What follows belongs to an exercise in optimizing a design on an open flow for a short achievable clock period and few clock cycles per item; a production flow would make more cautious choices. Where RTL was checked, it was by simulation tests only, not by an equivalence proof against the original. Function not checked in runs 1 to 3 and 6: the RTL went through the layout flow alone. The clock cells of runs 2 to 6 come from the design's own scripts or RTL, not from TritonCTS. The flow treats the clock pin as an ideal source. Dropping or thinning the clock tree relies on that and would not hold on a real chip. No activity file was given, so power comes from the tool's default toggle rates.

**design.v**
```verilog
package tcqs_pkg;
  localparam int QUEUE_DEPTH = 32;
  localparam int TIME_BITS   = 16;
  localparam int PID_BITS    = 8;
  localparam int NUM_Q       = 3;
  localparam int PTR_W       = (QUEUE_DEPTH > 1) ? $clog2(QUEUE_DEPTH) : 1;
  localparam int CNT_W       = $clog2(QUEUE_DEPTH + 1);
  localparam int ADDR_W      = 2 + PTR_W;
  localparam int MEM_DEPTH   = 3 * (1 << PTR_W);
  localparam logic [1:0] REG_SILVER_QUANTUM = 2'd0;
  localparam logic [1:0] REG_BRONZE_QUANTUM = 2'd1;
  localparam logic [1:0] REG_DRAW_LIMIT     = 2'd2;
  localparam logic [TIME_BITS-1:0] SILVER_QUANTUM_RST = TIME_BITS'(300);
  localparam logic [TIME_BITS-1:0] BRONZE_QUANTUM_RST = TIME_BITS'(400);
  localparam logic [4:0]           DRAW_LIMIT_RST     = 5'd10;
  localparam logic CMD_ADD      = 1'b0;
  localparam logic CMD_DISPATCH = 1'b1;
  localparam logic [1:0] CLS_GOLD   = 2'd0;
  localparam logic [1:0] CLS_SILVER = 2'd1;
  localparam logic [1:0] CLS_BRONZE = 2'd2;
  localparam logic [1:0] ST_ADDED = 2'd0;
  localparam logic [1:0] ST_DISP  = 2'd1;
  localparam logic [1:0] ST_IDLE  = 2'd2;
  localparam logic [1:0] ST_FULL  = 2'd3;
  typedef logic [PTR_W-1:0] ptr_t;
  typedef logic [CNT_W-1:0] cnt_t;
  typedef struct packed {
    logic [PID_BITS-1:0]  pid;
    logic [TIME_BITS-1:0] burst;
  } entry_t;
  typedef struct packed {
    logic       en;
    logic [1:0] q;
    logic       pop;
    logic       push;
  } ptr_upd_t;
endpackage
import tcqs_pkg::*;
module tcqs_ofifo
#(
  parameter int W  = 46,
  parameter int AW = 3
)
(
  input  logic         clk,
  input  logic         rst,       
  input  logic         rst_n,     
  input  logic         in_v,
  input  logic [W-1:0] in_d,
  input  logic         out_ready,
  output logic         out_valid,
  output logic [W-1:0] out_d
);
  localparam int D = 1 << AW;
  logic [W-1:0]  mem [0:D-1];
  logic [AW-1:0] rd_r, rd1_r, wr_r;
  logic [AW:0]   cnt_r;
  logic          ov_r;
  logic [W-1:0]  od_r;
  logic          take;
  logic          ge1, ge2;
  logic [W-1:0]  cur_d, nxt_d;
  assign take  = ov_r && out_ready;
  assign ge1   = (cnt_r != '0);
  assign ge2   = (cnt_r > (AW+1)'(1));
  assign cur_d = ge1 ? mem[rd_r]  : in_d;
  assign nxt_d = ge2 ? mem[rd1_r] : in_d;
  always_ff @(posedge clk) begin
    if (in_v) mem[wr_r] <= in_d;
  end
  always_ff @(posedge clk) begin
    od_r <= take ? nxt_d : cur_d;
  end
  always_ff @(posedge clk) begin
    if (rst) begin
      rd_r  <= '0;
      rd1_r <= AW'(1);
      wr_r  <= '0;
      cnt_r <= '0;
    end else begin
      if (take) begin
        rd_r  <= rd1_r;
        rd1_r <= rd1_r + 1'b1;
      end
      if (in_v) wr_r <= wr_r + 1'b1;
      cnt_r <= take ? (cnt_r + (AW+1)'(in_v) - (AW+1)'(1)) : (cnt_r + (AW+1)'(in_v));
    end
  end
  always_ff @(posedge clk) begin
    if (!rst_n || rst) ov_r <= 1'b0;
    else               ov_r <= ge2 || in_v || (ge1 && !out_ready);
  end
  assign out_valid = ov_r;
  assign out_d     = od_r;
endmodule
import tcqs_pkg::*;
module tcqs_squeue
#(
  parameter bit ROT = 1'b1
)
(
  input  logic                       clk,
  input  logic                       rst,
  input  logic                       pop,
  input  logic                       push,
  input  logic                       is_add,
  input  logic [tcqs_pkg::PID_BITS-1:0]  add_pid,
  input  logic [tcqs_pkg::TIME_BITS-1:0] add_burst,
  input  logic                       add_f,
  input  logic [tcqs_pkg::TIME_BITS-1:0] add_rem,    
  input  logic [tcqs_pkg::TIME_BITS-1:0] quant,
  output logic [tcqs_pkg::PID_BITS-1:0]  head_pid,
  output logic [tcqs_pkg::TIME_BITS-1:0] head_burst,
  output logic [tcqs_pkg::TIME_BITS-1:0] rot_burst,
  output logic                       head_f,
  output logic                       ne,
  output logic                       full,
  output logic                       ne_nxt
);
  localparam int D = QUEUE_DEPTH;
  localparam int W = PID_BITS + TIME_BITS;
  logic [W-1:0] ent [0:D-1];
  logic [D-1:0] occ;
  logic         hf_r;
  logic [W-1:0] new_e;
  logic         new_f;
  logic         rot_f;
  assign head_pid   = ent[0][W-1:TIME_BITS];
  assign head_burst = ent[0][TIME_BITS-1:0];
  assign rot_f      = (rot_burst <= quant);
  assign ne         = occ[0];
  assign full       = occ[D-1];
  assign head_f     = ROT ? hf_r : 1'b1;
  always_comb begin
    if (is_add || !ROT) begin
      new_e = {add_pid, add_burst};
      new_f = add_f;
    end else begin
      new_e = {head_pid, rot_burst};
      new_f = rot_f;
    end
  end
  always_ff @(posedge clk) begin
    for (int k = 0; k < D; k++) begin
      if (pop) begin
        if (k < D-1 && occ[(k < D-1) ? k+1 : k]) ent[k] <= ent[(k < D-1) ? k+1 : k];
        else                                      ent[k] <= new_e;
      end else if (push && !occ[k]) begin
        ent[k] <= new_e;
      end
    end
  end
  always_ff @(posedge clk) begin
    if (rst) begin
      occ <= '0;
    end else if (pop && !push) begin
      occ <= {1'b0, occ[D-1:1]};
    end else if (push && !pop) begin
      occ <= {occ[D-2:0], 1'b1} | occ;
    end
  end
  assign ne_nxt = (pop && !push) ? occ[1] : (push ? 1'b1 : occ[0]);
  generate
    if (ROT) begin : g_hf
      logic [TIME_BITS-1:0] b1, hr_r;
      assign b1        = ent[1][TIME_BITS-1:0];
      assign rot_burst = hr_r;
      always_ff @(posedge clk) begin
        if (pop) begin
          if (occ[1]) begin
            hf_r <= (b1 <= quant);
            hr_r <= b1 - quant;
          end else begin
            hf_r <= new_f;
            hr_r <= hr_r - quant;
          end
        end else if (push && !occ[0]) begin
          hf_r <= new_f;
          hr_r <= add_rem;
        end else begin
          hf_r <= (head_burst <= quant);
          hr_r <= head_burst - quant;
        end
      end
    end else begin : g_nohf
      assign hf_r      = 1'b1;
      assign rot_burst = '0;
    end
  endgenerate
endmodule
import tcqs_pkg::*;
module three_class_quantum_scheduler
(
  input  logic                 clk,
  input  logic                 rst_n,
  input  logic                 in_valid,
  output logic                 in_ready,
  input  logic                 in_command,
  input  logic [tcqs_pkg::PID_BITS-1:0]  in_process_id,
  input  logic [1:0]           in_process_class,
  input  logic [tcqs_pkg::TIME_BITS-1:0] in_burst_time,
  input  logic [4:0]           in_random_draw,
  output logic                 out_valid,
  input  logic                 out_ready,
  output logic [1:0]           out_status,
  output logic [tcqs_pkg::PID_BITS-1:0]  out_run_process_id,
  output logic [1:0]           out_run_class,
  output logic [tcqs_pkg::TIME_BITS-1:0] out_granted_time,
  output logic [tcqs_pkg::TIME_BITS-1:0] out_remaining_time,
  output logic                 out_finished,
  output logic                 out_all_empty,
  input  logic                 cfg_valid,
  output logic                 cfg_ready,
  input  logic [1:0]           cfg_index,
  input  logic [tcqs_pkg::TIME_BITS-1:0] cfg_data
);
  localparam int RES_W = 2 + PID_BITS + 2 + TIME_BITS + TIME_BITS + 1 + 1;
  localparam int FAW   = 3;
  localparam int CAP   = (1 << FAW);        
  localparam int NW    = 5;
  logic                 rst_q;
  logic                 cfgv_q;
  logic [1:0]           cfgi_q;
  logic [TIME_BITS-1:0] cfgd_q;
  logic [TIME_BITS-1:0] silver_q_r, bronze_q_r;
  logic [4:0]           limit_r;
  always_ff @(posedge clk) begin
    rst_q  <= !rst_n;
    cfgv_q <= cfg_valid;
    cfgi_q <= cfg_index;
    cfgd_q <= cfg_data;
  end
  always_ff @(posedge clk) begin
    if (rst_q) begin
      silver_q_r <= SILVER_QUANTUM_RST;
      bronze_q_r <= BRONZE_QUANTUM_RST;
      limit_r    <= DRAW_LIMIT_RST;
    end else if (cfgv_q) begin
      case (cfgi_q)
        REG_SILVER_QUANTUM: silver_q_r <= cfgd_q;
        REG_BRONZE_QUANTUM: bronze_q_r <= cfgd_q;
        REG_DRAW_LIMIT:     limit_r    <= cfgd_q[4:0];
        default: ;
      endcase
    end
  end
  assign cfg_ready = 1'b1;
  logic                 in_ready_r;
  logic                 v0;
  logic                 r0_cmd;
  logic [PID_BITS-1:0]  r0_pid;
  logic [1:0]           r0_cls;
  logic [TIME_BITS-1:0] r0_burst;
  logic [4:0]           r0_draw;
  logic                 tk_q;
  logic [NW-1:0]        owed_q;
  logic                 ov;
  always_ff @(posedge clk) begin
    v0       <= in_valid && in_ready_r && rst_n;
    r0_cmd   <= in_command;
    r0_pid   <= in_process_id;
    r0_cls   <= in_process_class;
    r0_burst <= in_burst_time;
    r0_draw  <= in_random_draw;
    tk_q     <= ov && out_ready;
  end
  always_ff @(posedge clk) begin
    if (rst_q) owed_q <= '0;
    else       owed_q <= owed_q + NW'(v0) - NW'(tk_q);
  end
  always_ff @(posedge clk) begin
    in_ready_r <= !rst_n || rst_q || ((owed_q + NW'(v0) + NW'(in_ready_r)) < NW'(CAP));
  end
  assign in_ready = in_ready_r;
  logic                 v1;
  logic                 add_g1, add_s1, add_b1, add1;
  logic                 disp1, disp_s1, disp_b1;
  logic [PID_BITS-1:0]  pid1;
  logic [TIME_BITS-1:0] burst1;
  logic                 fadd1;
  logic [TIME_BITS-1:0] addr1_s, addr1_b;
  always_ff @(posedge clk) begin
    if (rst_q) begin
      v1 <= 1'b0;
    end else begin
      v1 <= v0;
    end
    add1    <= v0 && (r0_cmd == CMD_ADD);
    add_g1  <= v0 && (r0_cmd == CMD_ADD) && (r0_cls == 2'd0);
    add_s1  <= v0 && (r0_cmd == CMD_ADD) && (r0_cls == 2'd1);
    add_b1  <= v0 && (r0_cmd == CMD_ADD) && r0_cls[1];
    disp1   <= v0 && (r0_cmd == CMD_DISPATCH);
    disp_b1 <= v0 && (r0_cmd == CMD_DISPATCH) && (r0_draw <= limit_r);
    disp_s1 <= v0 && (r0_cmd == CMD_DISPATCH) && !(r0_draw <= limit_r);
    pid1    <= r0_pid;
    burst1  <= r0_burst;
    fadd1   <= (r0_cls == 2'd1) ? (r0_burst <= silver_q_r) : (r0_burst <= bronze_q_r);
    addr1_s <= r0_burst - silver_q_r;
    addr1_b <= r0_burst - bronze_q_r;
  end
  logic                 pop_g, push_g, pop_s, push_s, pop_b, push_b;
  logic [PID_BITS-1:0]  hp_g, hp_s, hp_b;
  logic [TIME_BITS-1:0] hb_g, hb_s, hb_b;
  logic [TIME_BITS-1:0] rot_g, rot_s, rot_b;
  logic                 hf_g, hf_s, hf_b;
  logic                 ne_g, ne_s, ne_b;
  logic                 full_g, full_s, full_b;
  logic                 nn_g, nn_s, nn_b;
  assign pop_g  = disp1 && ne_g;
  assign push_g = add_g1 && !full_g;
  assign pop_s  = disp_s1 && !ne_g && ne_s;
  assign push_s = (add_s1 && !full_s) || (pop_s && !hf_s);
  assign pop_b  = disp_b1 && !ne_g && ne_b;
  assign push_b = (add_b1 && !full_b) || (pop_b && !hf_b);
  tcqs_squeue #(.ROT(1'b0)) u_qg (
    .clk(clk), .rst(rst_q), .pop(pop_g), .push(push_g), .is_add(add1),
    .add_pid(pid1), .add_burst(burst1), .add_f(fadd1), .add_rem(addr1_b), .quant(bronze_q_r),
    .head_pid(hp_g), .head_burst(hb_g), .rot_burst(rot_g), .head_f(hf_g),
    .ne(ne_g), .full(full_g), .ne_nxt(nn_g)
  );
  tcqs_squeue #(.ROT(1'b1)) u_qs (
    .clk(clk), .rst(rst_q), .pop(pop_s), .push(push_s), .is_add(add1),
    .add_pid(pid1), .add_burst(burst1), .add_f(fadd1), .add_rem(addr1_s), .quant(silver_q_r),
    .head_pid(hp_s), .head_burst(hb_s), .rot_burst(rot_s), .head_f(hf_s),
    .ne(ne_s), .full(full_s), .ne_nxt(nn_s)
  );
  tcqs_squeue #(.ROT(1'b1)) u_qb (
    .clk(clk), .rst(rst_q), .pop(pop_b), .push(push_b), .is_add(add1),
    .add_pid(pid1), .add_burst(burst1), .add_f(fadd1), .add_rem(addr1_b), .quant(bronze_q_r),
    .head_pid(hp_b), .head_burst(hb_b), .rot_burst(rot_b), .head_f(hf_b),
    .ne(ne_b), .full(full_b), .ne_nxt(nn_b)
  );
  logic                 add_full, any_pop;
  logic [1:0]           res_status;
  logic [PID_BITS-1:0]  res_pid;
  logic [1:0]           res_class;
  logic [TIME_BITS-1:0] res_grant;
  logic [TIME_BITS-1:0] res_remain;
  logic                 res_fin;
  logic                 res_empty;
  always_comb begin
    add_full   = (add_g1 && full_g) || (add_s1 && full_s) || (add_b1 && full_b);
    any_pop    = pop_g || pop_s || pop_b;
    res_status = {add_full || (disp1 && !any_pop), add_full || any_pop};
    res_pid    = ({PID_BITS{pop_g}} & hp_g) | ({PID_BITS{pop_s}} & hp_s) |
                 ({PID_BITS{pop_b}} & hp_b);
    res_class  = {pop_b, pop_s};
    res_fin    = pop_g || (pop_s && hf_s) || (pop_b && hf_b);
    res_grant  = ({TIME_BITS{pop_g}} & hb_g) |
                 ({TIME_BITS{pop_s}} & (hf_s ? hb_s : silver_q_r)) |
                 ({TIME_BITS{pop_b}} & (hf_b ? hb_b : bronze_q_r));
    res_remain = ({TIME_BITS{pop_s && !hf_s}} & rot_s) |
                 ({TIME_BITS{pop_b && !hf_b}} & rot_b);
    res_empty  = !(nn_g || nn_s || nn_b);
  end
  logic             v3;
  logic [RES_W-1:0] res3;
  always_ff @(posedge clk) begin
    if (rst_q) v3 <= 1'b0;
    else       v3 <= v1;
    res3 <= {res_status, res_pid, res_class, res_grant, res_remain, res_fin, res_empty};
  end
  logic [RES_W-1:0] od;
  tcqs_ofifo #(.W(RES_W), .AW(FAW)) u_ofifo (
    .clk(clk), .rst(rst_q), .rst_n(rst_n), .in_v(v3), .in_d(res3),
    .out_ready(out_ready), .out_valid(ov), .out_d(od)
  );
  assign out_valid = ov;
  assign {out_status, out_run_process_id, out_run_class, out_granted_time,
          out_remaining_time, out_finished, out_all_empty} = od;
endmodule
```
**flow/manual_cts.tcl**
```tcl
# Clock tree built by recursive bisection, used in place of clock_tree_synthesis.
# The flip-flop clock pins are split in halves along the longer side of their
# bounding box until each group has at most ctsm_levels(0) pins; each group gets
# a driver cell at its centre. Those drivers are grouped the same way for the
# next level, and so on; one root cell at the middle of the last level drives
# them from the clock port. Every flip-flop sits behind the same number of
# stages. Sourced as PRE_CTS_TCL; clock_tree_synthesis and
# repair_clock_inverters then become no-ops.

set ctsm_block  [ord::get_db_block]
# group size limit per level, leaves first; then the buffer cell per level, root last
# (an even number of inverting stages, so every flip-flop sees the clock's rising edge)
set ctsm_levels {24 4 4}
set ctsm_cells  {sky130_fd_sc_hd__inv_16 sky130_fd_sc_hd__inv_16 sky130_fd_sc_hd__inv_16 sky130_fd_sc_hd__inv_16}
if {[info exists ::env(CTSM_LEVELS)]} { set ctsm_levels $::env(CTSM_LEVELS) }
if {[info exists ::env(CTSM_CELLS)]} { set ctsm_cells $::env(CTSM_CELLS) }
set ctsm_count 0

proc ctsm_split {items maxn} {
  # items: list of {x y obj}; returns a list of groups
  if {[llength $items] <= $maxn} { return [list $items] }
  set xs [lmap i $items {lindex $i 0}]
  set ys [lmap i $items {lindex $i 1}]
  set dx [expr {[tcl::mathfunc::max {*}$xs] - [tcl::mathfunc::min {*}$xs]}]
  set dy [expr {[tcl::mathfunc::max {*}$ys] - [tcl::mathfunc::min {*}$ys]}]
  set key [expr {$dx >= $dy ? 0 : 1}]
  set sorted [lsort -integer -index $key $items]
  set h [expr {[llength $sorted] / 2}]
  return [concat [ctsm_split [lrange $sorted 0 [expr {$h - 1}]] $maxn] \
                 [ctsm_split [lrange $sorted $h end] $maxn]]
}

proc ctsm_center {group} {
  set sx 0; set sy 0
  foreach i $group { set sx [expr {$sx + [lindex $i 0]}]; set sy [expr {$sy + [lindex $i 1]}] }
  set n [llength $group]
  return [list [expr {$sx / $n}] [expr {$sy / $n}]]
}

proc ctsm_buffer {prefix xy cell} {
  global ctsm_block ctsm_count
  set ctsm_master [[ord::get_db] findMaster $cell]
  incr ctsm_count
  set name "${prefix}_${ctsm_count}"
  set inst [odb::dbInst_create $ctsm_block $ctsm_master $name]
  set w [$ctsm_master getWidth]
  set h [$ctsm_master getHeight]
  $inst setLocation [expr {[lindex $xy 0] - $w / 2}] [expr {[lindex $xy 1] - $h / 2}]
  $inst setPlacementStatus PLACED
  set net [odb::dbNet_create $ctsm_block "${name}_net"]
  $net setSigType CLOCK
  foreach it [$inst getITerms] { if {[$it isOutputSignal]} { $it connect $net } }
  return [list $inst $net]
}

proc ctsm_input {inst} {
  foreach it [$inst getITerms] { if {[$it isInputSignal]} { return $it } }
}

proc ctsm_build {} {
  global ctsm_block ctsm_levels ctsm_cells
  set clk [$ctsm_block findNet clk]
  set items {}
  foreach it [$clk getITerms] {
    if {![$it isInputSignal]} { continue }
    set xy [$it getAvgXY]
    if {[lindex $xy 0]} {
      lappend items [list [lindex $xy 1] [lindex $xy 2] $it]
    } else {
      set loc [[$it getInst] getLocation]
      lappend items [list [lindex $loc 0] [lindex $loc 1] $it]
    }
  }
  puts "manual cts: [llength $items] clock sinks"
  set lvl 0
  foreach maxn $ctsm_levels {
    set next {}
    foreach g [ctsm_split $items $maxn] {
      set xy [ctsm_center $g]
      lassign [ctsm_buffer clkl$lvl $xy [lindex $ctsm_cells $lvl]] inst net
      foreach i $g {
        set it [lindex $i 2]
        if {[$it getNet] ne "NULL"} { $it disconnect }
        $it connect $net
      }
      lappend next [list {*}$xy [ctsm_input $inst]]
    }
    puts "manual cts: level $lvl, [llength $next] buffers"
    set items $next
    incr lvl
  }
  set xy [ctsm_center $items]
  lassign [ctsm_buffer clkroot $xy [lindex $ctsm_cells $lvl]] inst net
  foreach i $items { [lindex $i 2] connect $net }
  [ctsm_input $inst] connect $clk
  $clk setSigType CLOCK
}

ctsm_build
rename clock_tree_synthesis ctsm_orig_cts
rename repair_clock_inverters ctsm_orig_rci
proc repair_clock_inverters {args} {
  puts "manual cts: repair_clock_inverters skipped"
}
proc clock_tree_synthesis {args} {
  puts "manual cts: clock_tree_synthesis $args skipped"
  set_propagated_clock [all_clocks]
}
```
**config.mk**
```make
export PLATFORM = sky130hd
export DESIGN_NAME = three_class_quantum_scheduler
export DESIGN_NICKNAME = three_class_quantum_scheduler
export VERILOG_FILES = /design/flow/design.v
export SDC_FILE = /design/flow/constraint.sdc
export NUM_CORES = 4
export LEC_CHECK = 0
export ABC_CLOCK_PERIOD_IN_PS = 2000
export CAP_MARGIN = 20
export CORE_MARGIN = 2
export CORE_UTILIZATION = 55
export SLEW_MARGIN = 20
```
**flow/run.sh**
```bash
#!/bin/bash
# Own layout flow: the standard ORFS layout (standard.sh: unchanged synthesis,
# same SDC and clock period) with two changes:
#  - the clock tree is built by flow/manual_cts.tcl (balanced inverter tree by
#    recursive bisection) in place of TritonCTS;
#  - repair_timing keeps a larger setup margin, so the resizer keeps optimising
#    paths well inside the 10 ns period.
set -euo pipefail
here=$(pwd)
bash standard.sh SETUP_SLACK_MARGIN=7.1 PRE_CTS_TCL="$here/flow/manual_cts.tcl" finish > standard_flow.log 2>&1
```
**constraint.sdc**
```tcl
create_clock -name core_clock -period 10.0 [get_ports {clk}]
set_input_delay 2.0000 -clock core_clock [delete_from_list [all_inputs] [get_ports {clk}]]
set_output_delay 2.0000 -clock core_clock [all_outputs]
set_load 0.01 [all_outputs]
```
**standard.sh**
```bash
#!/bin/bash
# synth_recipe.tcl (not shown) runs the flow's synth.tcl, then flattens the netlist and writes it again
# the make line also repeats each setting of config.mk as NAME=value (left out here)
make -C /OpenROAD-flow-scripts/flow DESIGN_CONFIG=/design/flow/config.mk WORK_HOME=/design/flow/orfs CLKGATE_MAP_FILE= SYNTH_SCRIPT=/design/flow/synth_recipe.tcl "${@:-finish}"
```
==> results of run 1 <==
==> through the flow <==
stage               area (um2)  power, W  setup slack, ps  hold slack, ps
detailed placement      136000    0.0165             5520             316
global placement        136000    0.0164             5670             310
floorplan               131000    0.0158             7030             310
==> power groups by stage <==
stage	Clock, W	Combinational, W	Sequential [W]
floorplan	0	0.00110	0.0147
global placement	0	0.00163	0.0148
detailed placement	0	0.00167	0.0148
==> cell families after synthesis <==
group / Yosys count / synth area share, %
buffers and inverters: 934 / 2.83
and+or+nand+nor: 2518 / 7.69
AOI/OAI and AO/OA: 2196 / 9.07
other: 1 / 0.00286
xor gates and xnor gates: 98 / 0.654
adders and majority gates: 157 / 1.54
DFF: 3077 / 67.3
muxes: 1107 / 10.9
==> worst min path at each step <==
stage	to	cells after the start
2_1_floorplan	pid1[0]$_DFF_P_	0
3_3_place_gp	pid1[6]$_DFF_P_	0
3_5_place_dp	pid1[3]$_DFF_P_	0
==> impl_metrics.toml, run 1 <==
[synth]
async_flop_share_pct = 0
yosys.area.top_type_share_pct = 61.1
synth_top_cell_by_area = "edfxtp_1"
synth_nets = 10300
yosysWarningCount = 6
synth_most_common_cell = "edfxtp_1"
synth-main-ff-cell = "edfxtp_1"
ys_top_cells_by_area = "edfxtp_1 61%, mux2_2 6.4%, a21oi_1 6.4%"
syn_area_um2 = 131000
syn-instance-count = 10100
synth_edf_count = 2672
syn_avg_cell_area_um2 = 13.0
synth-seq-cells = 3077
ys_top_cells_by_count = "2,672 x edfxtp_1, 1,973 x nor2_1, 1,676 x a21oi_1"
ys_types = 88
ys_seq_area_share_pct = 67.3

[placed_design]
io_buffers = 102
gp_congestion = 0.940
hpwl_um = 192000
post-place-cells = 12800

[die]
row_count = 179
die_y_um = 493
fp.dieW_um = 493
ios = 104
start_util_pct = 55.2

[outcome]
error_line = "Error: cts.tcl, 6 can't read \"ctsm_block\": no such variable"
status = "did not finish"
stop_stage = "clock tree synthesis"
==> run 2, diff against run 1 <==
--- a/flow/manual_cts.tcl
+++ b/flow/manual_cts.tcl
@@ -7,14 +7,14 @@
 # stages. Sourced as PRE_CTS_TCL; clock_tree_synthesis and
 # repair_clock_inverters then become no-ops.
 
-set ctsm_block  [ord::get_db_block]
+set ::ctsm_block  [ord::get_db_block]
 # group size limit per level, leaves first; then the buffer cell per level, root last
 # (an even number of inverting stages, so every flip-flop sees the clock's rising edge)
-set ctsm_levels {24 4 4}
-set ctsm_cells  {sky130_fd_sc_hd__inv_16 sky130_fd_sc_hd__inv_16 sky130_fd_sc_hd__inv_16 sky130_fd_sc_hd__inv_16}
-if {[info exists ::env(CTSM_LEVELS)]} { set ctsm_levels $::env(CTSM_LEVELS) }
-if {[info exists ::env(CTSM_CELLS)]} { set ctsm_cells $::env(CTSM_CELLS) }
-set ctsm_count 0
+set ::ctsm_levels {24 4 4}
+set ::ctsm_cells  {sky130_fd_sc_hd__inv_16 sky130_fd_sc_hd__inv_16 sky130_fd_sc_hd__inv_16 sky130_fd_sc_hd__inv_16}
+if {[info exists ::env(CTSM_LEVELS)]} { set ::ctsm_levels $::env(CTSM_LEVELS) }
+if {[info exists ::env(CTSM_CELLS)]} { set ::ctsm_cells $::env(CTSM_CELLS) }
+set ::ctsm_count 0
 
 proc ctsm_split {items maxn} {
   # items: list of {x y obj}; returns a list of groups
==> run 2 against run 1 <==
The run now finishes clean; area after synthesis did not move; synthesized cell count is the same.
==> impl_metrics.toml, run 2 <==
[timing]
layout_min_cycle_time_ps = 3180
rsz0062_at_grt = "true"
maxClockFrequency_ghz = 0.314
holdWs_ps = 287
slew_headroom_pct = 9.61
min_period_over_period_pct = 31.8
tightest_slew_ps = 1340
drv_slew = 0
fin_skew_ps = 125
hold_viol_final = 0
tns_ps = 0
setup_viol_count_final = 0

[setup_path]
path_buf_inv = 1
start_kind = "flop"
crit_fanout = 1
crit_required_ps = 8000
crit_path_max_incr_delay_ps = 380
crit_type = "reg -> out"
cpMaxStageDelayCell = "dfxtp_4"
cp_top_family = "flip-flops"
rrSetupSlack_ps = 7070
critPathCaptureType = "output pin"
critical_path.cell_chain = "buf_6"
worstPathArrival_ps = 1180

[drt]
first_pass_iters = 9
drc = 0
wl_um = 320000
routed-via-count = 79400
wl_per_cell_um = 24.6
drt_iter0_drc = 7595
vias_per_cell = 6.10
drtAntennaViolNets = 0

[clock_network]
cts_hold_buf = 0
clock_latency_ps = 700
clk_pin_slew_ps = 80

[global_routing]
grt-ovfl-total = 0
track_usage_pct = 25.7
grt_pass1_wl_um = 484000
antenna_found_initial = 16
grt_max_degree = 78
grt_pass1_vias = 77300

[synth]
syn_avg_cell_area_um2 = 13.0
synth-seq-cells = 3077
yosys.area.top_type_share_pct = 61.1
synth_xor_area_share_pct = 0.654
yosysWarningCount = 6
synthSimpleGateAreaFrac_pct = 7.69
ys_top_cells_by_area = "edfxtp_1 61%, mux2_2 6.4%, a21oi_1 6.4%"
syn_area_um2 = 131000
ys_seq_area_share_pct = 67.3
synthMuxAreaShare_pct = 10.9
synth_top_family_by_area = "multiplexers"
async_flop_share_pct = 0
ys_top_cells_by_count = "2,672 x edfxtp_1, 1,973 x nor2_1, 1,676 x a21oi_1"
synth_edf_count = 2672
synth_nets = 10300
ys_types = 88
synth_top_cell_by_area = "edfxtp_1"
syn-instance-count = 10100
synth_most_common_cell = "edfxtp_1"
synth-compound-area-share_pct = 9.07
synth-main-ff-cell = "edfxtp_1"
synthAdderAreaFrac_pct = 1.54

[outcome]
status = "finished clean"

[placed_design]
io_buffers = 102
hpwl_um = 192000
gp_congestion = 0.940

[finish]
reg.largest.list = "u_qb.ent: 768 flops, u_qg.ent: 768 flops, u_qs.ent: 768 flops"
fillers = 18800
layout_common_cells = "2,672 x edfxtp_1, 1,965 x nor2_1, 1,668 x a21oi_1"
area_delta_synth_final_pct = 7.41
layout-drive-gt1-share_pct = 18.0
multi_input_area_um2 = 40900
mostFrequentLayoutCell = "edfxtp_1"
layout.nets = 10100
final-seq-area_um2 = 88500

[power_and_ir_drop]
sw_frac_of_total_pct = 29.7
netSwitchingPower_w = 0.00681
pwr-share-comb_pct = 7.6
peakVddDrop_uv = 311
p_clk_share_pct = 29.3
p_leak_nw = 48.1
p_int_w = 0.0162
seq_power_share_pct = 63.1
p_per_area_nw_per_um2 = 163

[die]
fp.dieW_um = 493
die_y_um = 493
start_util_pct = 55.2
die_area_um2 = 243000
row_count = 179
ios = 104
core_um2 = 238000

[flow_run]
cap_viol_max_count = 0

[min_path]
min_path_type = "reg -> reg"
==> run 2: metal layers <==
layer	vias to the layer above	routed length [um]	global-route usage, %
met1	40400	140000	37.3
met4	8	10100	6.81
met5	-	54	0
li1	36200	-	-
met2	2242	150000	41.4
met3	491	18900	3.32
==> run 2: metrics by stage <==
stage                     util, %  instance area [um2]  cells  setup WS [ps]  total power [W]
final                        59.3               141000  13000           6820           0.0230
after global routing         59.3               141000  13000           6780           0.0238
after CTS                    59.2               141000  13000           6760           0.0232
after detailed placement     57.3               136000  12800           5520           0.0165
after global placement       57.2               136000  12800           5670           0.0164
after floorplan                 -               131000  10100           7030           0.0158
==> run 2: power by group through the flow <==
| stage | combinational (W) | clock, W | sequential, W |
|---|---|---|---|
| detailed placement | 0.00167 | 0 | 0.0148 |
| floorplan | 0.00110 | 0 | 0.0147 |
| finish | 0.00174 | 0.00673 | 0.0145 |
| global placement | 0.00163 | 0 | 0.0148 |
| CTS | 0.00171 | 0.00694 | 0.0145 |
| global route | 0.00188 | 0.00737 | 0.0145 |
==> run 2: timing repair <==
| action | CTS | global route |
|---|---|---|
| setup buffers | 15 | 15 |
| endpoints found under the setup margin | 2505 | 246 |
| gates resized for setup | 364 | 65 |
| pin swaps | 9 | 30 |
| cloned | 6 | 0 |
==> run 2: cells by family (layout without fill, tap and decap cells) <==
group,after synthesis,count (layout)
buffers and inverters,934,696
muxes,1107,1107
AOI/OAI and AO/OA,2196,2196
DFF,3077,3077
adders and majority gates,157,157
and+or+nand+nor,2518,2520
other,1,4
xor gates and xnor gates,98,98
==> run 2: path summary, 6_finish.rpt <==
check	startpoint	end	depth (start not counted)
max	u_ofifo.od_r[4]$_DFF_P_	out_remaining_time[2]	1
min	r0_pid[3]$_DFF_P_	pid1[3]$_DFF_P_	0
max reg2reg	silver_q_r[1]$_SDFFE_PP0P_	addr1_s[15]$_DFF_P_	12
min reg2reg	r0_pid[3]$_DFF_P_	pid1[3]$_DFF_P_	0
==> run 2: area by class of cell <==
| class | instances | share of cell area [%] |
|---|---|---|
| Antenna cell | 3 | 0.00532 |
| Inverter | 332 | 3.03 |
| Multi-Input combinational cell | 6079 | 29.0 |
| Sequential cell | 3077 | 62.8 |
| Tap cell | 3167 | 2.81 |
| Timing Repair Buffer | 364 | 2.38 |
==> run 3, diff against run 2 <==
--- a/flow/manual_cts.tcl
+++ b/flow/manual_cts.tcl
@@ -7,10 +7,13 @@
 # stages. Sourced as PRE_CTS_TCL; clock_tree_synthesis and
 # repair_clock_inverters then become no-ops.
 
+# first put the flip-flops that drive output ports next to their port buffers
+source [file join [file dirname [info script]] outflops.tcl]
+
 set ::ctsm_block  [ord::get_db_block]
 # group size limit per level, leaves first; then the buffer cell per level, root last
 # (an even number of inverting stages, so every flip-flop sees the clock's rising edge)
-set ::ctsm_levels {24 4 4}
+set ::ctsm_levels {26 4 4}
 set ::ctsm_cells  {sky130_fd_sc_hd__inv_16 sky130_fd_sc_hd__inv_16 sky130_fd_sc_hd__inv_16 sky130_fd_sc_hd__inv_16}
 if {[info exists ::env(CTSM_LEVELS)]} { set ::ctsm_levels $::env(CTSM_LEVELS) }
 if {[info exists ::env(CTSM_CELLS)]} { set ::ctsm_cells $::env(CTSM_CELLS) }
==> flow/outflops.tcl (new file) <==
# Placement tweak run before the clock tree (from manual_cts.tcl): move each flip-flop that only drives an output port's buffer next to that buffer.
proc oflop_move {} {
  set block [ord::get_db_block]
  set moved 0
  foreach bt [$block getBTerms] {
    if {[$bt getIoType] ne "OUTPUT"} { continue }
    set net [$bt getNet]
    if {$net eq "NULL"} { continue }
    set buf ""
    foreach it [$net getITerms] { if {[$it isOutputSignal]} { set buf [$it getInst] } }
    if {$buf eq ""} { continue }
    set bin ""
    foreach it [$buf getITerms] { if {[$it isInputSignal]} { set bin $it } }
    if {$bin eq "" || [$bin getNet] eq "NULL"} { continue }
    set dnet [$bin getNet]
    set loads 0; set drv ""
    foreach it [$dnet getITerms] {
      if {[$it isOutputSignal]} { set drv [$it getInst] } else { incr loads }
    }
    if {$drv eq "" || $loads != 1 || ![[$drv getMaster] isSequential]} { continue }
    lassign [$buf getLocation] bx by
    set w [[$drv getMaster] getWidth]
    $drv setLocation [expr {$bx - $w}] $by
    incr moved
  }
  puts "output flops moved next to their port buffers: $moved"
}
oflop_move
==> run 3 against run 2 <==
Sequential share of layout area grew 0.17 points; area after synthesis unchanged; clock power shrank 4.2%; register-to-register slack better by 40 ps; cell area is 0.33% lower; power fell by 1.3%; highest routed layer unchanged; clock skew down 84 ps; routed wire length down 0.10%; critical path type unchanged; via count down 0.28%; final cell count about the same.
==> impl_metrics.toml, run 3 <==
[setup_path]
crit_path_max_incr_delay_ps = 360
critPathCaptureType = "output pin"
crit_required_ps = 8000
start_kind = "flop"
critical_path.cell_chain = "buf_6"
crit_fanout = 2
path_buf_inv = 1
timing.rr.start = "silver_q_r[1]$_SDFFE_PP0P_"
cpMaxStageDelayCell = "dfxtp_2"
timing.rr.end = "addr1_s[15]$_DFF_P_"
worstPathArrival_ps = 1010
reg2reg_depth = 12
worst-path-stages = 1
crit_type = "reg -> out"
rrSetupSlack_ps = 7110
cp_top_family = "flip-flops"

[power_and_ir_drop]
sw_frac_of_total_pct = 29.2
peakVddDrop_uv = 220
pwr-share-comb_pct = 7.7
p_int_w = 0.0160
p_leak_nw = 47.9
netSwitchingPower_w = 0.00663
p_per_area_nw_per_um2 = 161
p_clk_share_pct = 28.4
seq_power_share_pct = 63.9

[die]
die_y_um = 493
ios = 104
die_area_um2 = 243000
core_um2 = 238000
row_count = 179
fp.dieW_um = 493
start_util_pct = 55.2

[clock_network]
clk_pin_slew_ps = 80
cts_hold_buf = 0
clock_latency_ps = 580

[synth]
ys_top_cells_by_count = "2,672 x edfxtp_1, 1,973 x nor2_1, 1,676 x a21oi_1"
synth_most_common_cell = "edfxtp_1"
ys_seq_area_share_pct = 67.3
syn_area_um2 = 131000
async_flop_share_pct = 0
synth-main-ff-cell = "edfxtp_1"
syn-instance-count = 10100
yosysWarningCount = 6
ys_types = 88
synth_top_cell_by_area = "edfxtp_1"
synth-seq-cells = 3077
ys_top_cells_by_area = "edfxtp_1 61%, mux2_2 6.4%, a21oi_1 6.4%"
syn_avg_cell_area_um2 = 13.0
synth_nets = 10300
yosys.area.top_type_share_pct = 61.1
synth_edf_count = 2672

[timing]
slew_headroom_pct = 26.7
hold_viol_final = 0
layout_min_cycle_time_ps = 3010
setup_slack_ps = 6990
drv_slew = 0
min_period_over_period_pct = 30.1
setup_viol_count_final = 0
tns_ps = 0
fin_skew_ps = 41.8
tightest_slew_ps = 1100
rsz0062_at_grt = "true"
maxClockFrequency_ghz = 0.332

[global_routing]
grt_pass1_wl_um = 484000
grt_pass1_vias = 77000
grt-ovfl-total = 0
antenna_found_initial = 16
grt_max_degree = 78
track_usage_pct = 25.8

[finish]
reg.largest.list = "u_qb.ent: 768 flops, u_qg.ent: 768 flops, u_qs.ent: 768 flops"
fin_util_pct = 59.1
layout_common_cells = "2,672 x edfxtp_1, 1,964 x nor2_1, 1,665 x a21oi_1"
mostFrequentLayoutCell = "edfxtp_1"
fillers = 18900
layout.nets = 10100
area_delta_synth_final_pct = 7.06
layout-drive-gt1-share_pct = 17.7

[outcome]
status = "finished clean"

[placed_design]
hpwl_um = 192000
dpl_worst_slack_ps = 5520
gp_congestion = 0.940
io_buffers = 102

[drt]
dr_wl_met2_um = 150000
drt_iter0_drc = 7385
vias_per_cell = 6.09
met3_length_um = 19000
met1_length_um = 140000
highest_layer = "met5"
drtAntennaViolNets = 0
wl_per_cell_um = 24.6
wl_um = 319000
drc = 0
first_pass_iters = 8
routed-via-count = 79200

[min_path]
whs_endpoint = "pid1[6]$_DFF_P_"
min-delay-start = "r0_pid[6]$_DFF_P_"
hold-path-cell-count = 0
min_path_type = "reg -> reg"

[flow_run]
cap_viol_max_count = 0
run 3: cell counts after synthesis:
No cell type changed its count.
run 3: how the worst max path moves through the flow:
stage	slack [ps]	startpoint	endpoint
global route	6950	in_ready_r$_DFF_P_	in_ready
global placement	5670	u_qg.occ[0]$_SDFFE_PP0P_	u_qb.occ[30]$_SDFFE_PP0P_
CTS	6950	u_ofifo.od_r[13]$_DFF_P_	out_remaining_time[11]
finish	6990	u_ofifo.ov_r$_SDFF_PP0_	out_valid
floorplan	7030	v3$_SDFF_PP0_	u_ofifo.mem[4][0]$_DFFE_PP_
detailed placement	5520	u_qg.occ[0]$_SDFFE_PP0P_	u_qb.occ[26]$_SDFFE_PP0P_
run 3: logic make-up (layout without fill, tap and decap cells):
kind of cell / count (synthesis) / count (layout) / synth area share [%]
flip-flops: 3077 / 3077 / 67.3
AND/OR/NAND/NOR: 2518 / 2520 / 7.69
multiplexers: 1107 / 1107 / 10.9
AO/OA/AOI/OAI: 2196 / 2196 / 9.07
other: 1 / 6 / 0.00286
adder cells (fa/ha/maj): 157 / 157 / 1.54
buffers and inverters: 934 / 681 / 2.83
XOR/XNOR: 98 / 98 / 0.654
run 3: final cells by class:
cell class | count | area (um2) | share of cell area (%)
sequential | 3077 | 88400 | 62.9
multi-input combinational | 6079 | 40900 | 29.1
inverter | 317 | 3970 | 2.82
tap | 3167 | 3960 | 2.82
timing repair buffer | 364 | 3240 | 2.31
antenna | 5 | 12.5 | 0.00890
run 3: routing by layer:
metal  global-route usage, %  up-vias
li1                        -    36200
met1                    37.5    40300
met2                    41.6     2163
met3                    3.20      474
met4                    6.53       10
met5                       0        -
run 3: power by group through the flow:
stage                     registers [W]  logic (W)  clock network (W)
final                            0.0145    0.00175            0.00645
after global routing             0.0145    0.00189            0.00707
after CTS                        0.0145    0.00172            0.00664
after detailed placement         0.0148    0.00167                  0
after global placement           0.0148    0.00163                  0
after floorplan                  0.0147    0.00110                  0
run 3: repair_timing:
action	CTS	global route
pin swaps	7	17
gates cloned	8	0
setup buffers	14	14
endpoints found under the setup margin	2500	240
resized for setup	319	65
run 3: metrics by stage:
| stage | hold slack, ps | cell area (um2) | total power (W) | std cells |
|---|---|---|---|---|
| 2_1_floorplan | 310 | 131000 | 0.0158 | 10100 |
| 3_3_place_gp | 310 | 136000 | 0.0164 | 12800 |
| 3_5_place_dp | 316 | 136000 | 0.0165 | 12800 |
| 4_1_cts | 331 | 140000 | 0.0229 | 13000 |
| 5_1_grt | 333 | 141000 | 0.0235 | 13000 |
| 6_report | 329 | 141000 | 0.0227 | 13000 |
==> run 4, diff against run 3 <==
--- a/design.v
+++ b/design.v
@@ -127,7 +127,7 @@
   logic         rot_f;
   assign head_pid   = ent[0][W-1:TIME_BITS];
   assign head_burst = ent[0][TIME_BITS-1:0];
-  assign rot_f      = (rot_burst <= quant);
+  tcqs_sub #(.W(TIME_BITS)) u_rotf (.a(quant), .b(rot_burst), .d(), .ge(rot_f));
   assign ne         = occ[0];
   assign full       = occ[D-1];
   assign head_f     = ROT ? hf_r : 1'b1;
@@ -163,23 +163,30 @@
   generate
     if (ROT) begin : g_hf
       logic [TIME_BITS-1:0] b1, hr_r;
+      logic [TIME_BITS-1:0] b1_rem, hr_rem, h_rem;
+      logic                 b1_fit, h_fit;
       assign b1        = ent[1][TIME_BITS-1:0];
       assign rot_burst = hr_r;
+      tcqs_sub #(.W(TIME_BITS)) u_b1r (.a(b1),         .b(quant), .d(b1_rem), .ge());
+      tcqs_sub #(.W(TIME_BITS)) u_b1f (.a(quant),      .b(b1),    .d(),       .ge(b1_fit));
+      tcqs_sub #(.W(TIME_BITS)) u_hrr (.a(hr_r),       .b(quant), .d(hr_rem), .ge());
+      tcqs_sub #(.W(TIME_BITS)) u_h0r (.a(head_burst), .b(quant), .d(h_rem),  .ge());
+      tcqs_sub #(.W(TIME_BITS)) u_h0f (.a(quant),      .b(head_burst), .d(),  .ge(h_fit));
       always_ff @(posedge clk) begin
         if (pop) begin
           if (occ[1]) begin
-            hf_r <= (b1 <= quant);
-            hr_r <= b1 - quant;
+            hf_r <= b1_fit;
+            hr_r <= b1_rem;
           end else begin
             hf_r <= new_f;
-            hr_r <= hr_r - quant;
+            hr_r <= hr_rem;
           end
         end else if (push && !occ[0]) begin
           hf_r <= new_f;
           hr_r <= add_rem;
         end else begin
-          hf_r <= (head_burst <= quant);
-          hr_r <= head_burst - quant;
+          hf_r <= h_fit;
+          hr_r <= h_rem;
         end
       end
     end else begin : g_nohf
@@ -188,6 +195,39 @@
     end
   endgenerate
 endmodule
+module tcqs_sub
+#(
+  parameter int W = 16
+)
+(
+  input  logic [W-1:0] a,
+  input  logic [W-1:0] b,
+  output logic [W-1:0] d,
+  output logic         ge
+);
+  localparam int L = $clog2(W);
+  logic [W-1:0]       p;
+  logic [L:0][W-1:0]  gg, pp;
+  assign p = a ^ ~b;
+  always_comb begin
+    gg[0] = a & ~b;
+    pp[0] = p;
+    gg[0][0] = gg[0][0] | p[0];       
+    for (int k = 0; k < L; k++) begin
+      for (int i = 0; i < W; i++) begin
+        if (i >= (1 << k)) begin
+          gg[k+1][i] = gg[k][i] | (pp[k][i] & gg[k][i - (1 << k)]);
+          pp[k+1][i] = pp[k][i] & pp[k][i - (1 << k)];
+        end else begin
+          gg[k+1][i] = gg[k][i];
+          pp[k+1][i] = pp[k][i];
+        end
+      end
+    end
+  end
+  assign d  = p ^ {gg[L][W-2:0], 1'b1};
+  assign ge = gg[L][W-1];
+endmodule
 import tcqs_pkg::*;
 module three_class_quantum_scheduler
 (
@@ -279,6 +319,12 @@
   logic [TIME_BITS-1:0] burst1;
   logic                 fadd1;
   logic [TIME_BITS-1:0] addr1_s, addr1_b;
+  logic [TIME_BITS-1:0] rem0_s, rem0_b;
+  logic                 fit0_s, fit0_b;
+  tcqs_sub #(.W(TIME_BITS)) u_r0rs (.a(r0_burst),   .b(silver_q_r), .d(rem0_s), .ge());
+  tcqs_sub #(.W(TIME_BITS)) u_r0rb (.a(r0_burst),   .b(bronze_q_r), .d(rem0_b), .ge());
+  tcqs_sub #(.W(TIME_BITS)) u_r0fs (.a(silver_q_r), .b(r0_burst),   .d(),       .ge(fit0_s));
+  tcqs_sub #(.W(TIME_BITS)) u_r0fb (.a(bronze_q_r), .b(r0_burst),   .d(),       .ge(fit0_b));
   always_ff @(posedge clk) begin
     if (rst_q) begin
       v1 <= 1'b0;
@@ -294,9 +340,9 @@
     disp_s1 <= v0 && (r0_cmd == CMD_DISPATCH) && !(r0_draw <= limit_r);
     pid1    <= r0_pid;
     burst1  <= r0_burst;
-    fadd1   <= (r0_cls == 2'd1) ? (r0_burst <= silver_q_r) : (r0_burst <= bronze_q_r);
-    addr1_s <= r0_burst - silver_q_r;
-    addr1_b <= r0_burst - bronze_q_r;
+    fadd1   <= (r0_cls == 2'd1) ? fit0_s : fit0_b;
+    addr1_s <= rem0_s;
+    addr1_b <= rem0_b;
   end
   logic                 pop_g, push_g, pop_s, push_s, pop_b, push_b;
   logic [PID_BITS-1:0]  hp_g, hp_s, hp_b;
--- a/flow/run.sh
+++ b/flow/run.sh
@@ -7,4 +7,4 @@
 #    paths well inside the 10 ns period.
 set -euo pipefail
 here=$(pwd)
-bash standard.sh SETUP_SLACK_MARGIN=7.1 PRE_CTS_TCL="$here/flow/manual_cts.tcl" finish > standard_flow.log 2>&1
+bash standard.sh SETUP_SLACK_MARGIN=7.2 PRE_CTS_TCL="$here/flow/manual_cts.tcl" finish > standard_flow.log 2>&1
--- a/config.mk
+++ b/config.mk
@@ -8,5 +8,5 @@
 export ABC_CLOCK_PERIOD_IN_PS = 2000
 export CAP_MARGIN = 20
 export CORE_MARGIN = 2
-export CORE_UTILIZATION = 55
+export CORE_UTILIZATION = 65
 export SLEW_MARGIN = 20
==> run 4 against run 3 <==
Synthesized cell count increased by 2.7%; final cell count is 1.6% lower; flip-flop and latch count unchanged; critical path depth did not move; largest power group unchanged; clock power about the same; power up 0.10%; area after synthesis increased by 1.7%; worst hold slack worse by 1.1 ps; register-to-register slack gained 70 ps.
==> impl_metrics.toml, run 4 <==
[drt]
drt_iter0_drc = 7818
wl_um = 326000
first_pass_iters = 10
wl_per_cell_um = 25.4
vias_per_cell = 6.39
routed-via-count = 81900
drc = 0
drtAntennaViolNets = 0

[global_routing]
track_usage_pct = 30.3
grt_max_degree = 64
antenna_found_initial = 10
grt_pass1_vias = 79700
grt_pass1_wl_um = 489000
grt-ovfl-total = 0

[setup_path]
cpMaxStageDelayCell = "dfxtp_4"
path_buf_inv = 1
rrSetupSlack_ps = 7180
crit_required_ps = 8000
worstPathArrival_ps = 1150
worst-path-stages = 1
critical_path.cell_chain = "buf_6"
crit_start = "in_ready_r$_DFF_P_"
start_kind = "flop"
crit_type = "reg -> out"
cp_top_family = "flip-flops"
crit_fanout = 2
timing.rr.start = "u_qg.occ[0]$_SDFFE_PP0P_"
timing.rr.end = "res3[19]$_DFF_P_"
critPathCaptureType = "output pin"
reg2reg_depth = 4
crit_path_max_incr_delay_ps = 450

[synth]
synth_top_cell_by_area = "edfxtp_1"
syn_avg_cell_area_um2 = 12.9
async_flop_share_pct = 0
ys_seq_area_share_pct = 66.2
yosysWarningCount = 7
ys_top_cells_by_count = "2,672 x edfxtp_1, 1,962 x nor2_1, 1,700 x a21oi_1"
yosys.area.top_type_share_pct = 60.1
ys_types = 79
synth_edf_count = 2672
synth-main-ff-cell = "edfxtp_1"
syn-instance-count = 10400
synth-seq-cells = 3077
syn_area_um2 = 133000
synth_most_common_cell = "edfxtp_1"
synth_nets = 10700
ys_top_cells_by_area = "edfxtp_1 60%, a21oi_1 6.4%, mux2_2 6.3%"

[die]
row_count = 166
fp.dieW_um = 457
die_area_um2 = 209000
ios = 104
core_um2 = 204000
start_util_pct = 65.3
die_y_um = 457

[finish]
layout_common_cells = "2,672 x edfxtp_1, 1,952 x nor2_1, 1,693 x a21oi_1"
reg.largest.list = "u_qb.ent: 768 flops, u_qg.ent: 768 flops, u_qs.ent: 768 flops"
mostFrequentLayoutCell = "edfxtp_1"
layout-drive-gt1-share_pct = 17.6
layout.nets = 10400
area_delta_synth_final_pct = 6.58

[placed_design]
gp_congestion = 0.959
io_buffers = 102
hpwl_um = 202000

[timing]
rsz0062_at_grt = "true"
tns_ps = 0
tightest_slew_ps = 1190
maxClockFrequency_ghz = 0.317
fin_skew_ps = 39.9
setup_viol_count_final = 0
layout_min_cycle_time_ps = 3150
hold_viol_final = 0
drv_slew = 0
slew_headroom_pct = 20.9
min_period_over_period_pct = 31.5

[min_path]
whs_endpoint = "pid1[3]$_DFF_P_"
min_path_type = "reg -> reg"
hold-path-cell-count = 0
min-delay-start = "r0_pid[3]$_DFF_P_"

[power_and_ir_drop]
p_leak_nw = 49.6
p_per_area_nw_per_um2 = 160
power_w = 0.0227
peakVddDrop_uv = 216

[outcome]
status = "finished clean"

[clock_network]
clock_latency_ps = 580
clk_pin_slew_ps = 80
cts_hold_buf = 0

[flow_run]
cap_viol_max_count = 0
## run 4: cell count changes in the layout (fill, tap and decap cells not counted), moves of 22 or more
cell / before / now
a21oi_1: 1665 / 1693
dfxtp_1: 351 / 315
dfxtp_2: 41 / 64
ha_1: 145 / 261
inv_1: 141 / 233
nand2_1: 200 / 242
o21ai_0: 95 / 117
## run 4: area by class of cell
type | instances | area (um2)
Sequential cell | 3077 | 88500
Multi-Input combinational cell | 6259 | 42800
Inverter | 414 | 4330
Tap cell | 2688 | 3360
Timing Repair inverter | 1 | 7.51
Timing Repair Buffer | 362 | 3220
Fill cell | 14300 | 62100
Antenna cell | 6 | 15.0
## run 4: power by group
part           total [W]  switching, W  internal (W)
clock network    0.00642       0.00532       0.00110
logic            0.00176       0.00110      0.000665
registers         0.0145      0.000229        0.0143
total             0.0227       0.00665        0.0161
## run 4: cells by family (layout without fill, tap and decap cells)
group / after synthesis / after routing / synth area share [%]
adder cells (fa/ha/maj): 277 / 277 / 2.64
AND/OR/NAND/NOR: 2528 / 2529 / 7.56
XOR/XNOR: 101 / 101 / 0.663
AO/OA/AOI/OAI: 2243 / 2243 / 9.09
other: 1 / 7 / 0.00281
multiplexers: 1108 / 1108 / 10.7
flip-flops: 3077 / 3077 / 66.2
buffers and inverters: 1030 / 777 / 3.12
## run 4: worst reg2reg max path: stages, from the launching register on
cell and delay, ps:
dfxtp_2 450, and3b_2 350, clkinv_4 260, buf_4 760, o221ai_1 680
## run 4: worst max path at each step
stage,slack [ps],endpoint
3_5_place_dp,5940,u_ofifo.od_r[29]$_DFF_P_
6_report,6850,in_ready
3_3_place_gp,5980,u_ofifo.od_r[44]$_DFF_P_
5_1_grt,6800,in_ready
4_1_cts,6810,in_ready
2_1_floorplan,7020,u_ofifo.mem[1][0]$_DFFE_PP_
## run 4: routing by layer
metal  up-vias  share of wire (%)  track usage [%]
met2      2865                 48             50.1
met3       546                6.5             3.29
met1     41500                 41             42.7
li1      37000                  -                -
met4         4                3.7             9.58
met5         -             0.0086                0
## run 4: repair_timing
item,in CTS,in global routing
resized for setup,366,103
cloned,4,3
pin swaps,2,10
setup endpoints to repair,2433,222
endpoints found under the hold margin,0,0
setup buffers,10,17
## run 4: through the flow
stage / worst slack [ps] / hold WS (ps) / utilization (%) / instances / instance area [um2]
4_1_cts: 6810 / 328 / 69.3 / 12800 / 142000
6_report: 6850 / 328 / 69.6 / 12800 / 142000
3_3_place_gp: 5980 / 311 / 67.2 / 12600 / 137000
2_1_floorplan: 7020 / 310 / - / 10400 / 134000
5_1_grt: 6800 / 337 / 69.6 / 12800 / 142000
3_5_place_dp: 5940 / 312 / 67.4 / 12600 / 138000
Testbench counts of run 4, summed over its fixed seeds: cycles 12,832, items 12,800.
==> run 5, diff against run 4 <==
--- a/config.mk
+++ b/config.mk
@@ -8,5 +8,5 @@
 export ABC_CLOCK_PERIOD_IN_PS = 2000
 export CAP_MARGIN = 20
 export CORE_MARGIN = 2
-export CORE_UTILIZATION = 65
+export CORE_UTILIZATION = 55
 export SLEW_MARGIN = 20
==> run 5 against run 4 <==
Sequential power about the same; critical endpoint is now out_valid; worst hold slack improved by 2.3 ps; flip-flop and latch count stayed put; fmax increased by 4.2%; worst setup slack improved by 130 ps; critical path depth did not move; final cell count increased by 3.9%; largest cell class unchanged; first-iteration DRC count fell by 4.3%.
==> impl_metrics.toml, run 5 <==
[setup_path]
rrSetupSlack_ps = 7210
crit_path_max_incr_delay_ps = 350
path_buf_inv = 1
crit_required_ps = 8000
critical_path.cell_chain = "buf_6"
cp_top_family = "flip-flops"
crit_fanout = 2
reg2reg_depth = 9
timing.rr.end = "addr1_s[14]$_DFF_P_"
timing.rr.start = "r0_burst[2]$_DFF_P_"
crit_type = "reg -> out"
critPathCaptureType = "output pin"
start_kind = "flop"
cpMaxStageDelayCell = "dfxtp_4"
worstPathArrival_ps = 1030

[synth]
synth_edf_count = 2672
synth-main-ff-cell = "edfxtp_1"
yosys.area.top_type_share_pct = 60.1
async_flop_share_pct = 0
synth_top_family_by_area = "multiplexers"
synthAdderAreaFrac_pct = 2.64
ys_top_cells_by_count = "2,672 x edfxtp_1, 1,962 x nor2_1, 1,700 x a21oi_1"
ys_types = 79
ys_top_cells_by_area = "edfxtp_1 60%, a21oi_1 6.4%, mux2_2 6.3%"
synth_nets = 10700
synthMuxAreaShare_pct = 10.7
yosysWarningCount = 7
synthSimpleGateAreaFrac_pct = 7.56
synth_top_cell_by_area = "edfxtp_1"
synth_xor_area_share_pct = 0.663
synth-compound-area-share_pct = 9.09
syn-instance-count = 10400
syn_area_um2 = 133000
ys_seq_area_share_pct = 66.2
syn_avg_cell_area_um2 = 12.9
synth_most_common_cell = "edfxtp_1"
synth-seq-cells = 3077

[min_path]
min-delay-start = "r0_pid[0]$_DFF_P_"
hold-path-cell-count = 0
min_path_type = "reg -> reg"
whs_endpoint = "pid1[0]$_DFF_P_"

[finish]
fin_area_um2 = 143000
layout.nets = 10500
reg.largest.list = "u_qb.ent: 768 flops, u_qg.ent: 768 flops, u_qs.ent: 768 flops"
area_delta_synth_final_pct = 7.21
mostFrequentLayoutCell = "edfxtp_1"
layout_common_cells = "2,672 x edfxtp_1, 1,954 x nor2_1, 1,693 x a21oi_1"
fillers = 19100
layout-drive-gt1-share_pct = 17.7

[timing]
setup_viol_count_final = 0
hold_viol_final = 0
min_period_over_period_pct = 30.3
drv_slew = 0
maxClockFrequency_ghz = 0.331
slew_headroom_pct = 23.6
tightest_slew_ps = 1150
rsz0062_at_grt = "true"
fin_skew_ps = 44.8
setup_slack_ps = 6970
layout_min_cycle_time_ps = 3030
holdWs_ps = 330
tns_ps = 0

[outcome]
status = "finished clean"

[drt]
drc = 0
drt_iter0_drc = 7482
first_pass_iters = 9
vias_per_cell = 6.06
wl_um = 333000
drtAntennaViolNets = 0
routed-via-count = 80600
wl_per_cell_um = 25.0

[power_and_ir_drop]
p_per_area_nw_per_um2 = 159
p_leak_nw = 49.5
peakVddDrop_uv = 180

[global_routing]
grt_pass1_vias = 78700
track_usage_pct = 26.2
grt_pass1_wl_um = 496000
grt_max_degree = 66
antenna_found_initial = 9
grt-ovfl-total = 0

[placed_design]
gp_congestion = 0.914
hpwl_um = 205000
placed_area_um2 = 138000
io_buffers = 102
dpl_worst_slack_ps = 5490

[die]
die_area_um2 = 247000
start_util_pct = 55.4
core_um2 = 241000
ios = 104
die_y_um = 497
row_count = 180
fp.dieW_um = 497

[clock_network]
cts_hold_buf = 0
clock_latency_ps = 590
clk_pin_slew_ps = 80

[flow_run]
cap_viol_max_count = 0
## run 5: per-layer routing
| metal | GRT usage (%) | part of all wire (%) | up-vias |
|---|---|---|---|
| met1 | 37.4 | 44 | 41100 |
| met4 | 6.36 | 2.8 | 4 |
| met2 | 43.9 | 48 | 2111 |
| li1 | - | - | 36900 |
| met5 | 0 | 0.0081 | - |
| met3 | 2.33 | 5.1 | 420 |
## run 5: stage by stage
step / utilization [%] / power (W) / cells
finish: 59.4 / 0.0228 / 13300
CTS: 59.1 / 0.0229 / 13300
global route: 59.4 / 0.0236 / 13300
floorplan: - / 0.0158 / 10400
global placement: 57.3 / 0.0165 / 13100
detailed placement: 57.4 / 0.0165 / 13100
## run 5: repair_timing
action | CTS | global route
gates resized for setup | 359 | 111
setup buffers | 9 | 21
gates cloned | 8 | 4
pin swaps | 7 | 14
setup endpoints to repair | 2647 | 219
## run 5: worst max path at each step
stage / startpoint / to / slack (ps) / cells past startpoint
floorplan: v3$_SDFF_PP0_ / u_ofifo.mem[1][0]$_DFFE_PP_ / 7020 / 2
global placement: u_qg.occ[0]$_SDFFE_PP0P_ / u_qs.occ[7]$_SDFFE_PP0P_ / 5720 / 13
detailed placement: u_qg.occ[0]$_SDFFE_PP0P_ / u_qs.occ[25]$_SDFFE_PP0P_ / 5490 / 13
CTS: u_ofifo.ov_r$_SDFF_PP0_ / out_valid / 6930 / 1
global route: u_ofifo.ov_r$_SDFF_PP0_ / out_valid / 6920 / 1
finish: u_ofifo.ov_r$_SDFF_PP0_ / out_valid / 6970 / 1
## run 5: cell families after synthesis
kind of cell	Yosys count
AO/OA/AOI/OAI	2243
XOR/XNOR	101
adder cells (fa/ha/maj)	277
buffers and inverters	1030
flip-flops	3077
multiplexers	1108
other	1
AND/OR/NAND/NOR	2528
## run 5: final cells by class
class / count / area, um2 / area share, %
inverters: 414 / 4360 / 3.04
multi-input cells: 6258 / 42800 / 29.9
repair buffers: 369 / 3400 / 2.38
repair inverters: 1 / 16.3 / 0.0114
well taps: 3185 / 3990 / 2.78
diodes: 4 / 10.0 / 0.00699
flip-flops and latches: 3077 / 88500 / 61.8
## run 5: power by group
group	leakage, nW	switching, W	internal, W	total, W
logic	19.9	0.00111	0.000678	0.00179
clock network	1.65	0.00536	0.00110	0.00646
registers	28.0	0.000226	0.0143	0.0145
total	49.5	0.00670	0.0161	0.0228
==> run 6, diff against run 5 <==
--- a/design.v
+++ b/design.v
@@ -49,6 +49,7 @@
   input  logic [W-1:0] in_d,
   input  logic         out_ready,
   output logic         out_valid,
+  output logic         taken,     
   output logic [W-1:0] out_d
 );
   localparam int D = 1 << AW;
@@ -60,7 +61,7 @@
   logic          take;
   logic          ge1, ge2;
   logic [W-1:0]  cur_d, nxt_d;
-  assign take  = ov_r && out_ready;
+  assign take  = ge1 && out_ready;
   assign ge1   = (cnt_r != '0);
   assign ge2   = (cnt_r > (AW+1)'(1));
   assign cur_d = ge1 ? mem[rd_r]  : in_d;
@@ -69,7 +70,7 @@
     if (in_v) mem[wr_r] <= in_d;
   end
   always_ff @(posedge clk) begin
-    od_r <= take ? nxt_d : cur_d;
+    od_r <= out_ready ? nxt_d : cur_d;
   end
   always_ff @(posedge clk) begin
     if (rst) begin
@@ -91,6 +92,7 @@
     else               ov_r <= ge2 || in_v || (ge1 && !out_ready);
   end
   assign out_valid = ov_r;
+  assign taken     = take && !rst;
   assign out_d     = od_r;
 endmodule
 import tcqs_pkg::*;
@@ -295,21 +297,24 @@
   logic                 tk_q;
   logic [NW-1:0]        owed_q;
   logic                 ov;
+  logic                 taken;
   always_ff @(posedge clk) begin
-    v0       <= in_valid && in_ready_r && rst_n;
+    v0       <= in_valid && rdy_q && rst_n;
     r0_cmd   <= in_command;
     r0_pid   <= in_process_id;
     r0_cls   <= in_process_class;
     r0_burst <= in_burst_time;
     r0_draw  <= in_random_draw;
-    tk_q     <= ov && out_ready;
+    tk_q     <= taken;
   end
   always_ff @(posedge clk) begin
     if (rst_q) owed_q <= '0;
     else       owed_q <= owed_q + NW'(v0) - NW'(tk_q);
   end
+  logic rdy_q;
   always_ff @(posedge clk) begin
     in_ready_r <= !rst_n || rst_q || ((owed_q + NW'(v0) + NW'(in_ready_r)) < NW'(CAP));
+    rdy_q      <= !rst_n || rst_q || ((owed_q + NW'(v0) + NW'(rdy_q)) < NW'(CAP));
   end
   assign in_ready = in_ready_r;
   logic                 v1;
@@ -409,7 +414,7 @@
   logic [RES_W-1:0] od;
   tcqs_ofifo #(.W(RES_W), .AW(FAW)) u_ofifo (
     .clk(clk), .rst(rst_q), .rst_n(rst_n), .in_v(v3), .in_d(res3),
-    .out_ready(out_ready), .out_valid(ov), .out_d(od)
+    .out_ready(out_ready), .out_valid(ov), .taken(taken), .out_d(od)
   );
   assign out_valid = ov;
   assign {out_status, out_run_process_id, out_run_class, out_granted_time,
==> run 6 against run 5 <==
Flip-flop and latch count increased by 1; final cell count grew 0.92%; register-to-register slack worse by 40 ps; routed wire length up 1.9%; via count grew 0.87%; combinational power grew 110%; core utilization up 0.071 points; area after synthesis is 0.23% higher; worst setup slack improved by 4.6 ps; die area grew 0.23%; highest routed layer is now met4.
==> impl_metrics.toml, run 6 <==
[flow_run]
cap_viol_max_count = 0

[setup_path]
critPathCaptureType = "output pin"
rrSetupSlack_ps = 7170
crit_path_max_incr_delay_ps = 330
critical_path.cell_chain = "buf_6"
crit_fanout = 1
worstPathArrival_ps = 1020
cp_top_family = "flip-flops"
crit_type = "reg -> out"
path_buf_inv = 1
crit_required_ps = 8000
start_kind = "flop"
cpMaxStageDelayCell = "dfxtp_2"

[timing]
rsz0062_at_grt = "true"
drv_slew = 0
setup_viol_count_final = 0
fin_skew_ps = 50.8
setup_slack_ps = 6980
min_period_over_period_pct = 30.2
holdWs_ps = 328
maxClockFrequency_ghz = 0.331
hold_viol_final = 0
tns_ps = 0
tightest_slew_ps = 1180
slew_headroom_pct = 21.5
layout_min_cycle_time_ps = 3020

[placed_design]
io_buffers = 102
hpwl_um = 209000
dpl_worst_slack_ps = 5700
post-place-cells = 13200
gp_congestion = 0.947

[power_and_ir_drop]
p_per_area_nw_per_um2 = 173
p_leak_nw = 49.7
peakVddDrop_uv = 212

[die]
die_y_um = 497
die_area_um2 = 247000
fp.dieW_um = 497
start_util_pct = 55.2
ios = 104
row_count = 181
core_um2 = 243000

[global_routing]
grt_max_degree = 65
grt-ovfl-total = 0
antenna_found_initial = 6
grt_pass1_vias = 79900
grt_pass1_wl_um = 508000
track_usage_pct = 26.6

[synth]
syn_avg_cell_area_um2 = 12.8
syn-instance-count = 10500
synth_most_common_cell = "edfxtp_1"
synth_top_cell_by_area = "edfxtp_1"
synth-main-ff-cell = "edfxtp_1"
ys_seq_area_share_pct = 66.1
async_flop_share_pct = 0
yosysWarningCount = 7
yosys.area.top_type_share_pct = 60.0
ys_top_cells_by_area = "edfxtp_1 60%, mux2_2 6.3%, a21oi_1 6.2%"
ys_top_cells_by_count = "2,672 x edfxtp_1, 2,000 x nor2_1, 1,668 x a21oi_1"
ys_types = 80
synth-seq-cells = 3078
synth_nets = 10800
synth_edf_count = 2672
syn_area_um2 = 134000

[drt]
wl_per_cell_um = 25.2
drtAntennaViolNets = 0
vias_per_cell = 6.05
first_pass_iters = 8
routed-via-count = 81300
wl_um = 339000
drc = 0
drt_iter0_drc = 7721

[finish]
layout.nets = 10600
area_delta_synth_final_pct = 7.79
reg.largest.list = "u_qb.ent: 768 flops, u_qg.ent: 768 flops, u_qs.ent: 768 flops"
fillers = 19100
fin_cells = 13400
layout-drive-gt1-share_pct = 18.5
mostFrequentLayoutCell = "edfxtp_1"
layout_common_cells = "2,672 x edfxtp_1, 1,991 x nor2_1, 1,648 x a21oi_1"

[clock_network]
clock_latency_ps = 600
clk_pin_slew_ps = 80

[outcome]
status = "finished clean"

[min_path]
min_path_type = "reg -> reg"
-- run 6: cell count changes after synthesis, sizes merged, moves of 19 or more --
cell and delta:
clkbuf +136, nor2 +38, a221oi +46, nand2 +22, a21oi -32, nor3 +19, buf -116
-- run 6: report_power, final --
part | switching (W) | total (W) | internal (W)
logic | 0.00221 | 0.00369 | 0.00148
registers | 0.000320 | 0.0148 | 0.0145
clock network | 0.00537 | 0.00647 | 0.00110
-- run 6: per-layer routing --
metal	track usage, %	routed length (um)	up-vias
li1	-	-	37300
met1	37.5	145000	41300
met2	44.4	165000	2282
met3	2.35	17400	507
met4	7.80	11900	0
met5	0	0	-
-- run 6: stage by stage --
step	util (%)	power (W)	cell area, um2
floorplan	-	0.0172	134000
global placement	57.1	0.0184	138000
detailed placement	57.2	0.0185	139000
CTS	59.0	0.0251	143000
global route	59.4	0.0259	144000
finish	59.5	0.0249	144000
-- run 6: cell families (layout without fill, tap and decap cells) --
| kind of cell | after synthesis | after routing | synth area share, % |
|---|---|---|---|
| muxes | 1114 | 1114 | 10.8 |
| xor gates and xnor gates | 94 | 94 | 0.615 |
| buffers and inverters | 1053 | 813 | 3.04 |
| adders and majority gates | 277 | 277 | 2.64 |
| other | 1 | 5 | 0.00280 |
| AOI/OAI and AO/OA | 2227 | 2227 | 9.06 |
| DFF | 3078 | 3078 | 66.1 |
| and+or+nand+nor | 2621 | 2621 | 7.84 |
-- run 6: cell type report --
| cell class | count | area [um2] | share of cell area [%] |
|---|---|---|---|
| Antenna cell | 4 | 10.0 | 0.00694 |
| Inverter | 417 | 4350 | 3.02 |
| Multi-Input combinational cell | 6334 | 43900 | 30.4 |
| Sequential cell | 3078 | 88500 | 61.4 |
| Tap cell | 3202 | 4010 | 2.78 |
| Timing Repair Buffer | 396 | 3440 | 2.38 |
-- run 6: repair_timing --
item,CTS,global route
gates resized for setup,415,151
setup buffers,32,31
endpoints found under the hold margin,0,0
setup endpoints to repair,2075,690
hold buffers,0,0
pin swaps,30,56
gates cloned,0,2
-- run 6: final timing paths --
check,from,endpoint,cells after the start
setup / recovery,u_ofifo.od_r[0]$_DFF_P_,out_all_empty,1
hold / removal,r0_pid[7]$_DFF_P_,pid1[7]$_DFF_P_,0
setup reg to reg,silver_q_r[1]$_SDFFE_PP0P_,u_qs.g_hf.hr_r[14]$_DFF_P_,12
hold reg to reg,r0_pid[7]$_DFF_P_,pid1[7]$_DFF_P_,0

port drivers added, routing unchanged:
In the flow no input, the clock included, has a driving cell. The finished layouts below were timed again as built, in two steps. Step 1 assumes that a clkbuf_16 drives the clock port and a buf_2 every other input. Step 2 moves the port delays by t, midway between the first and last clock arrival at a register: inputs arrive t later, outputs are due t later. That takes back most of the time a late clock gives input paths. a / b / c = no drivers / after step 1 / after step 2; a / b = the first two.
| run | t, ns | setup WS [ns] | pins driven straight from the clock port |
|---|---|---|---|
| run 2 | 0.760 | 6.819 / 6.691 / 6.518 | 1 |
| run 3 | 0.684 | 6.985 / 6.861 / 6.571 | 1 |
| run 4 | 0.694 | 6.846 / 6.716 / 6.744 | 1 |
| run 5 | 0.675 | 6.975 / 6.865 / 6.719 | 1 |
| run 6 | 0.702 | 6.979 / 6.855 / 6.617 | 1 |
After both steps every run listed still meets setup and hold. The setup slack of run 3, which loses most, moves by -0.124 ns with the drivers and by -0.414 ns with both steps.
